Context: an optimization exercise on an open-source flow, tuned for small area and a short achievable clock period. The choices shown serve that exercise and are no tape-out recipe.
The RTL was checked by simulation tests, not by an equivalence proof against the original design.

the baseline:
==> flow/design.v <==
module md_unit #(
    parameter int MUL_LAT = 5,
    parameter int DIV_LAT = 10
) (
    input  logic        clk,
    input  logic        resetn,
    input  logic        start,
    input  logic        valid,
    input  logic [2:0]  op,
    input  logic [31:0] A,
    input  logic [31:0] B,
    output logic        busy,
    output logic [31:0] HI,
    output logic [31:0] LO
);
    logic        busy_q;
    logic [3:0]  cnt_q;
    logic        isdiv_q;    
    logic        sgn_q;      
    logic        first_q;    
    logic        last_q;     
    logic        ybit_q;     
    logic        negq_q;     
    logic        negr_q;     
    logic        q31_q, q30_q;  
    logic        sb_q;       
    logic [31:0] hi_q, lo_q;
    logic [31:0] m_q;        
    logic [31:0] sh_q;       
    logic [34:0] acc_q;      
    logic fire, last;
    assign fire = start & valid & ~busy_q;
    assign last = busy_q & last_q;
    function automatic logic [35:0] rca35(input logic [34:0] a, input logic [34:0] b,
                                          input logic ci);
        logic c;
        logic [35:0] o;
        c = ci;
        for (int j = 0; j < 35; j++) begin
            o[j] = a[j] ^ b[j] ^ c;
            c    = (a[j] & b[j]) | (c & (a[j] ^ b[j]));
        end
        o[35] = c;
        rca35 = o;
    endfunction
    function automatic logic [36:0] bk_carry(input logic [35:0] g_in, input logic [35:0] p_in,
                                             input logic ci);
        logic [35:0] g, p;
        logic [36:0] c;
        g = g_in; p = p_in;
        g[0] = g[0] | (p[0] & ci);
        for (int l = 0; l < 6; l++)
            for (int j = 0; j < 36; j++)
                if ((j % (2 << l)) == (2 << l) - 1) begin
                    g[j] = g[j] | (p[j] & g[j - (1 << l)]);
                    p[j] = p[j] & p[j - (1 << l)];
                end
        for (int l = 4; l >= 0; l--)
            for (int j = 0; j < 36; j++)
                if (j >= (3 << l) - 1 && ((j + 1) % (2 << l)) == (1 << l)) begin
                    g[j] = g[j] | (p[j] & g[j - (1 << l)]);
                    p[j] = p[j] & p[j - (1 << l)];
                end
        c[0] = ci;
        for (int j = 0; j < 36; j++) c[j+1] = g[j];
        bk_carry = c;
    endfunction
    function automatic logic [31:0] cneg(input logic [31:0] x, input logic n);
        logic m;
        logic [31:0] o;
        m = 1'b0;
        for (int j = 0; j < 32; j++) begin
            o[j] = x[j] ^ m;
            m    = m | (n & x[j]);
        end
        cneg = o;
    endfunction
    logic [34:0] mx, mx2;
    assign mx  = {{3{sb_q}}, m_q};
    assign mx2 = {mx[33:0], 1'b0};
    function automatic logic [35:0] brow(input logic [34:0] acc, input logic [2:0] dig,
                                         input logic [34:0] x1, input logic [34:0] x2);
        logic one, two, neg;
        logic [34:0] pp;
        one = dig[0] ^ dig[1];
        two = (dig == 3'b011) | (dig == 3'b100);
        neg = dig[2] & ~(dig[1] & dig[0]);
        pp  = ((x1 & {35{one}}) | (x2 & {35{two}})) ^ {35{neg}};
        brow = rca35(acc, pp, neg);
    endfunction
    logic [34:0] macc [0:4];
    logic [31:0] msh  [0:4];
    logic        myb  [0:4];
    logic [35:0] mfix;
    always_comb begin
        macc[0] = acc_q;
        msh[0]  = sh_q;
        myb[0]  = ybit_q;
        mfix    = '0;
        for (int k = 0; k < 4; k++) begin
            logic [35:0] s;
            logic [2:0]  dig;
            dig = {msh[k][1:0], myb[k]};
            if (k == 0 && last_q)
                dig = {2'b00, ~sgn_q & ybit_q};
            s         = brow(macc[k], dig, mx, mx2);
            if (k == 0)
                mfix = s;
            macc[k+1] = {{2{s[34]}}, s[34:2]};
            msh[k+1]  = {s[1:0], msh[k][31:2]};
            myb[k+1]  = msh[k][1];
        end
    end
    logic        sa, sb;
    logic [31:0] absa;
    logic [32:0] dneg;       
    logic        dcin;
    assign sa   = sgn_q & sh_q[31];
    assign sb   = sb_q;
    assign absa = cneg(sh_q, sa & first_q);    
    assign dneg = {1'b1, m_q};
    assign dcin = ~sb;
    logic top1, dz, d1, d2, d3;
    assign top1 = &m_q[31:2];
    assign dz = top1 & ~sb & (m_q[1:0] == 2'd3);
    assign d1 = top1 & (m_q[1:0] == (sb ? 2'd3 : 2'd2));
    assign d2 = top1 & (m_q[1:0] == (sb ? 2'd2 : 2'd1));
    assign d3 = top1 & (m_q[1:0] == (sb ? 2'd1 : 2'd0));
    logic       q31, q30;
    logic       r1;
    logic [1:0] rr2, r2;
    always_comb begin
        q31 = dz | (d1 & absa[31]);
        r1  = absa[31] & ~d1;
        rr2 = {r1, absa[30]};
        q30 = dz | (d1 & (rr2 >= 2'd1)) | (d2 & (rr2 >= 2'd2)) | (d3 & (rr2 == 2'd3));
        r2  = dz ? rr2 : d1 ? (rr2 - 2'd1) & {2{q30}} | rr2 & {2{~q30}} :
              d2 ? (q30 ? rr2 - 2'd2 : rr2) : d3 ? (q30 ? 2'd0 : rr2) : rr2;
    end
    logic [31:0] drem [0:3];
    logic [2:0]  dq;
    logic [2:0]  dbit;
    assign drem[0] = acc_q[31:0] | {30'd0, r2 & {2{first_q}}};
    assign dbit    = absa[29:27];
    always_comb begin
        for (int k = 0; k < 3; k++) begin
            logic [32:0] rr;
            logic [33:0] t;
            logic [36:0] cy;
            rr        = {drem[k], dbit[2-k]};
            cy        = bk_carry({3'd0, rr & dneg}, {3'd0, rr ^ dneg}, dcin);
            t         = {cy[33], rr ^ dneg ^ cy[32:0]};
            dq[2-k]   = t[33];
            drem[k+1] = t[33] ? t[31:0] : rr[31:0];
        end
    end
    logic [31:0] quo;
    assign quo = {q31_q, q30_q, sh_q[26:0], dq};
    logic [31:0] res_hi, res_lo;
    assign res_hi = cneg(isdiv_q ? drem[3] : mfix[31:0], negr_q);
    assign res_lo = cneg(isdiv_q ? quo : sh_q, negq_q);
    always_ff @(posedge clk or negedge resetn) begin
        if (!resetn) begin
            busy_q <= 1'b0;
            hi_q   <= '0;
            lo_q   <= '0;
        end else begin
            if (fire & ~op[2])
                busy_q <= 1'b1;
            else if (last)
                busy_q <= 1'b0;
            if (last) begin
                hi_q <= res_hi;
                lo_q <= res_lo;
            end else if (fire & (op == 3'd4)) begin
                hi_q <= A;
            end else if (fire & (op == 3'd5)) begin
                lo_q <= A;
            end
        end
    end
    always_ff @(posedge clk) begin
        if (!busy_q) begin
            cnt_q   <= op[1] ? 4'd9 : 4'd4;
            isdiv_q <= op[1];
            sgn_q   <= ~op[0];
            first_q <= 1'b1;
            last_q  <= 1'b0;
            m_q     <= B ^ {32{op[1] & ~(~op[0] & B[31])}};
            sb_q    <= ~op[0] & B[31];
            sh_q    <= A;
            acc_q   <= '0;
            ybit_q  <= 1'b0;
        end else begin
            cnt_q   <= cnt_q - 4'd1;
            first_q <= 1'b0;
            last_q  <= (cnt_q == 4'd1);
            if (first_q) begin
                negq_q <= (sa ^ sb) & ~dz & isdiv_q;
                negr_q <= sa & isdiv_q;
                q31_q  <= q31;
                q30_q  <= q30;
            end
            if (!isdiv_q) begin
                acc_q  <= macc[4];
                sh_q   <= msh[4];
                ybit_q <= myb[4];
            end else begin
                acc_q <= {3'd0, drem[3]};
                sh_q  <= {absa[28:0], dq};
            end
        end
    end
    assign busy = busy_q;
    assign HI   = hi_q;
    assign LO   = lo_q;
endmodule
export LEC_CHECK = 0
export ABC_AREA = 1
export CAP_MARGIN = 60
export CORE_MARGIN = 2
export CORE_UTILIZATION = 65
export PLACE_DENSITY = 0.75
export SLEW_MARGIN = 60
export BUFFER_PORTS_ARGS = -buffer_cell sky130_fd_sc_hd__buf_1
export CTS_ARGS = -sink_clustering_enable -repair_clock_nets -dont_use_dummy_load
create_clock -name core_clock -period 110.0 [get_ports {clk}]
standard.sh (not shown) runs the stock make flow with config.mk's settings and CLKGATE_MAP_FILE= SYNTH_SCRIPT=/design/flow/synth_recipe.tcl, a recipe that flattens the netlist after the stock synthesis.
==> flow/flow/run.sh <==
#!/bin/bash
set -euo pipefail
cat >> config.mk <<'EOF'
export BUFFER_PORTS_ARGS = -buffer_cell sky130_fd_sc_hd__buf_1
export CTS_ARGS = -sink_clustering_enable -repair_clock_nets -dont_use_dummy_load
EOF
bash standard.sh > standard.log 2>&1
[inputs] the candidate vs the baseline
-- flow/design.v --
<<< the baseline, line 23
    logic        negq_q;     
    logic        negr_q;     
    logic        q31_q, q30_q;  
    logic        sb_q;       
    logic [31:0] hi_q, lo_q;
>>> the candidate, line 23
    logic        negq_q;     
    logic        negr_q;     
    logic        sb_q;       
    logic [31:0] hi_q, lo_q;
<<< the baseline, line 92
    logic [31:0] msh  [0:4];
    logic        myb  [0:4];
    logic [35:0] mfix;
    always_comb begin
        macc[0] = acc_q;
        msh[0]  = sh_q;
        myb[0]  = ybit_q;
        mfix    = '0;
        for (int k = 0; k < 4; k++) begin
            logic [35:0] s;
            logic [2:0]  dig;
            dig = {msh[k][1:0], myb[k]};
            if (k == 0 && last_q)
                dig = {2'b00, ~sgn_q & ybit_q};
            s         = brow(macc[k], dig, mx, mx2);
            if (k == 0)
                mfix = s;
            macc[k+1] = {{2{s[34]}}, s[34:2]};
            msh[k+1]  = {s[1:0], msh[k][31:2]};
>>> the candidate, line 91
    logic [31:0] msh  [0:4];
    logic        myb  [0:4];
    logic [32:0] mnext;
    always_comb begin
        macc[0] = {{3{acc_q[32]}}, acc_q[28:0], acc_q[31:29]};
        msh[0]  = sh_q;
        myb[0]  = ybit_q;
        for (int k = 0; k < 4; k++) begin
            logic [35:0] s;
            s         = brow(macc[k], {msh[k][1:0], myb[k]}, mx, mx2);
            macc[k+1] = {{2{s[34]}}, s[34:2]};
            msh[k+1]  = {s[1:0], msh[k][31:2]};
<<< the baseline, line 112
        end
    end
    logic        sa, sb;
    logic [31:0] absa;
>>> the candidate, line 104
        end
    end
    assign mnext = macc[4][32:0];
    logic        sa, sb;
    logic [31:0] absa;
<<< the baseline, line 118
    assign sa   = sgn_q & sh_q[31];
    assign sb   = sb_q;
    assign absa = cneg(sh_q, sa & first_q);    
    assign dneg = {1'b1, m_q};
    assign dcin = ~sb;
    logic top1, dz, d1, d2, d3;
    assign top1 = &m_q[31:2];
>>> the candidate, line 111
    assign sa   = sgn_q & sh_q[31];
    assign sb   = sb_q;
    assign absa = cneg(sh_q, sa);
    assign dneg = {1'b1, m_q};
    assign dcin = isdiv_q & ~sb;
    logic top1, dz, d1, d2, d3;
    assign top1 = &m_q[31:2];
<<< the baseline, line 142
    logic [2:0]  dbit;
    assign drem[0] = acc_q[31:0] | {30'd0, r2 & {2{first_q}}};
    assign dbit    = absa[29:27];
    always_comb begin
        for (int k = 0; k < 3; k++) begin
>>> the candidate, line 135
    logic [2:0]  dbit;
    assign drem[0] = acc_q[31:0] | {30'd0, r2 & {2{first_q}}};
    assign dbit    = !isdiv_q ? acc_q[31:29] : first_q ? absa[29:27] : sh_q[31:29];
    always_comb begin
        for (int k = 0; k < 3; k++) begin
<<< the baseline, line 148
            logic [33:0] t;
            logic [36:0] cy;
            rr        = {drem[k], dbit[2-k]};
            cy        = bk_carry({3'd0, rr & dneg}, {3'd0, rr ^ dneg}, dcin);
            t         = {cy[33], rr ^ dneg ^ cy[32:0]};
            dq[2-k]   = t[33];
            drem[k+1] = t[33] ? t[31:0] : rr[31:0];
        end
    end
    logic [31:0] quo;
    assign quo = {q31_q, q30_q, sh_q[26:0], dq};
    logic [31:0] res_hi, res_lo;
    assign res_hi = cneg(isdiv_q ? drem[3] : mfix[31:0], negr_q);
    assign res_lo = cneg(isdiv_q ? quo : sh_q, negq_q);
    always_ff @(posedge clk or negedge resetn) begin
        if (!resetn) begin
>>> the candidate, line 141
            logic [33:0] t;
            logic [36:0] cy;
            logic        sel;
            rr        = {drem[k], dbit[2-k]};
            cy        = bk_carry({3'd0, rr & dneg}, {3'd0, rr ^ dneg}, dcin);
            t         = {cy[33], rr ^ dneg ^ cy[32:0]};
            sel       = isdiv_q ? t[33] : (k == 2) & ~sgn_q & ybit_q;
            dq[2-k]   = t[33];
            drem[k+1] = sel ? t[31:0] : rr[31:0];
        end
    end
    logic [31:0] quo;
    assign quo = {sh_q[28:0], dq};
    logic [31:0] res_hi, res_lo;
    always_comb begin
        res_hi = cneg(drem[3], negr_q);
        res_lo = isdiv_q ? cneg(quo, negq_q) : sh_q;
    end
    always_ff @(posedge clk or negedge resetn) begin
        if (!resetn) begin
<<< the baseline, line 197
            last_q  <= (cnt_q == 4'd1);
            if (first_q) begin
                negq_q <= (sa ^ sb) & ~dz & isdiv_q;
                negr_q <= sa & isdiv_q;
                q31_q  <= q31;
                q30_q  <= q30;
            end
            if (!isdiv_q) begin
                acc_q  <= macc[4];
                sh_q   <= msh[4];
                ybit_q <= myb[4];
            end else begin
                acc_q <= {3'd0, drem[3]};
                sh_q  <= {absa[28:0], dq};
            end
        end
>>> the candidate, line 194
            last_q  <= (cnt_q == 4'd1);
            if (first_q) begin
                negq_q <= (sa ^ sb) & ~dz;
                negr_q <= sa & isdiv_q;
            end
            if (!isdiv_q) begin
                acc_q  <= {{2{mnext[32]}}, mnext[32], mnext[2:0], mnext[31:3]};
                sh_q   <= msh[4];
                ybit_q <= myb[4];
            end else begin
                acc_q <= {3'd0, drem[3]};
                sh_q  <= first_q ? {absa[26:0], q31, q30, dq} : {sh_q[28:0], dq};
            end
        end
==> comparison <==
Count of flip-flops with a built-in enable after synthesis went down by a few percent going from the baseline to the candidate.
The candidate vs. the baseline: synthesized netlist net count shows an increase of 0.66%, routed wire length shows a reduction of 5.0%.
The candidate reports a lower critical path depth than the baseline does.
Relative to the baseline, the number of standard cells in the final layout excluding fillers of the candidate is higher by 18.
The candidate against the baseline; placed wire-length estimate is down by a few percent.
Looking at the baseline and the candidate, the fraction of the mapped netlist area in compound gates is a wash.
Note that the routed metal-1 wirelength recorded for the candidate amounts to 0.934 times the value seen in the baseline.
As far as H-tree level count goes, the candidate and the baseline are indistinguishable; the numbers are identical.
Number of detailed-routing iterations run before antenna repair (higher): the baseline
STATUS first-pass GRT wire length: the candidate wins against the baseline
As of the candidate, area of the multi-input gates had risen by a few percent compared to the baseline.
The candidate drops fewer vias than the baseline.

## what the ideal ports hide
In the flow no input, the clock included, has a driving cell. The finished layouts below were timed again as built, in two steps. Step 1: set_driving_cell puts a clkbuf_16 on clk and a buf_2 on each other input, an assumption about the parent block. Step 2 adds t to the input delays and takes it off the output delays; t is the mean of the earliest and latest rising clock arrival at the registers after step 1. Input paths then give back, and output paths get back, about the clock's delay inside the block. Slacks: ideal / step 1 / step 2; pairs: ideal / step 1.
run | t, ns | setup WS [ns] | worst setup path after step 2 | slew at the worst register clock pin (ns) | worst data-port slew with drivers (ns)
the baseline | 0.510 | 85.681 / 85.714 / 85.204 | input to register | 0.08 / 0.08 | 0.05
the candidate | 0.506 | 86.620 / 86.651 / 86.145 | input to register | 0.08 / 0.08 | 0.05
After both steps every run listed still meets setup and hold. For the baseline, which loses most, drivers alone change the setup slack by +0.033 ns; drivers and shift together by -0.477 ns.
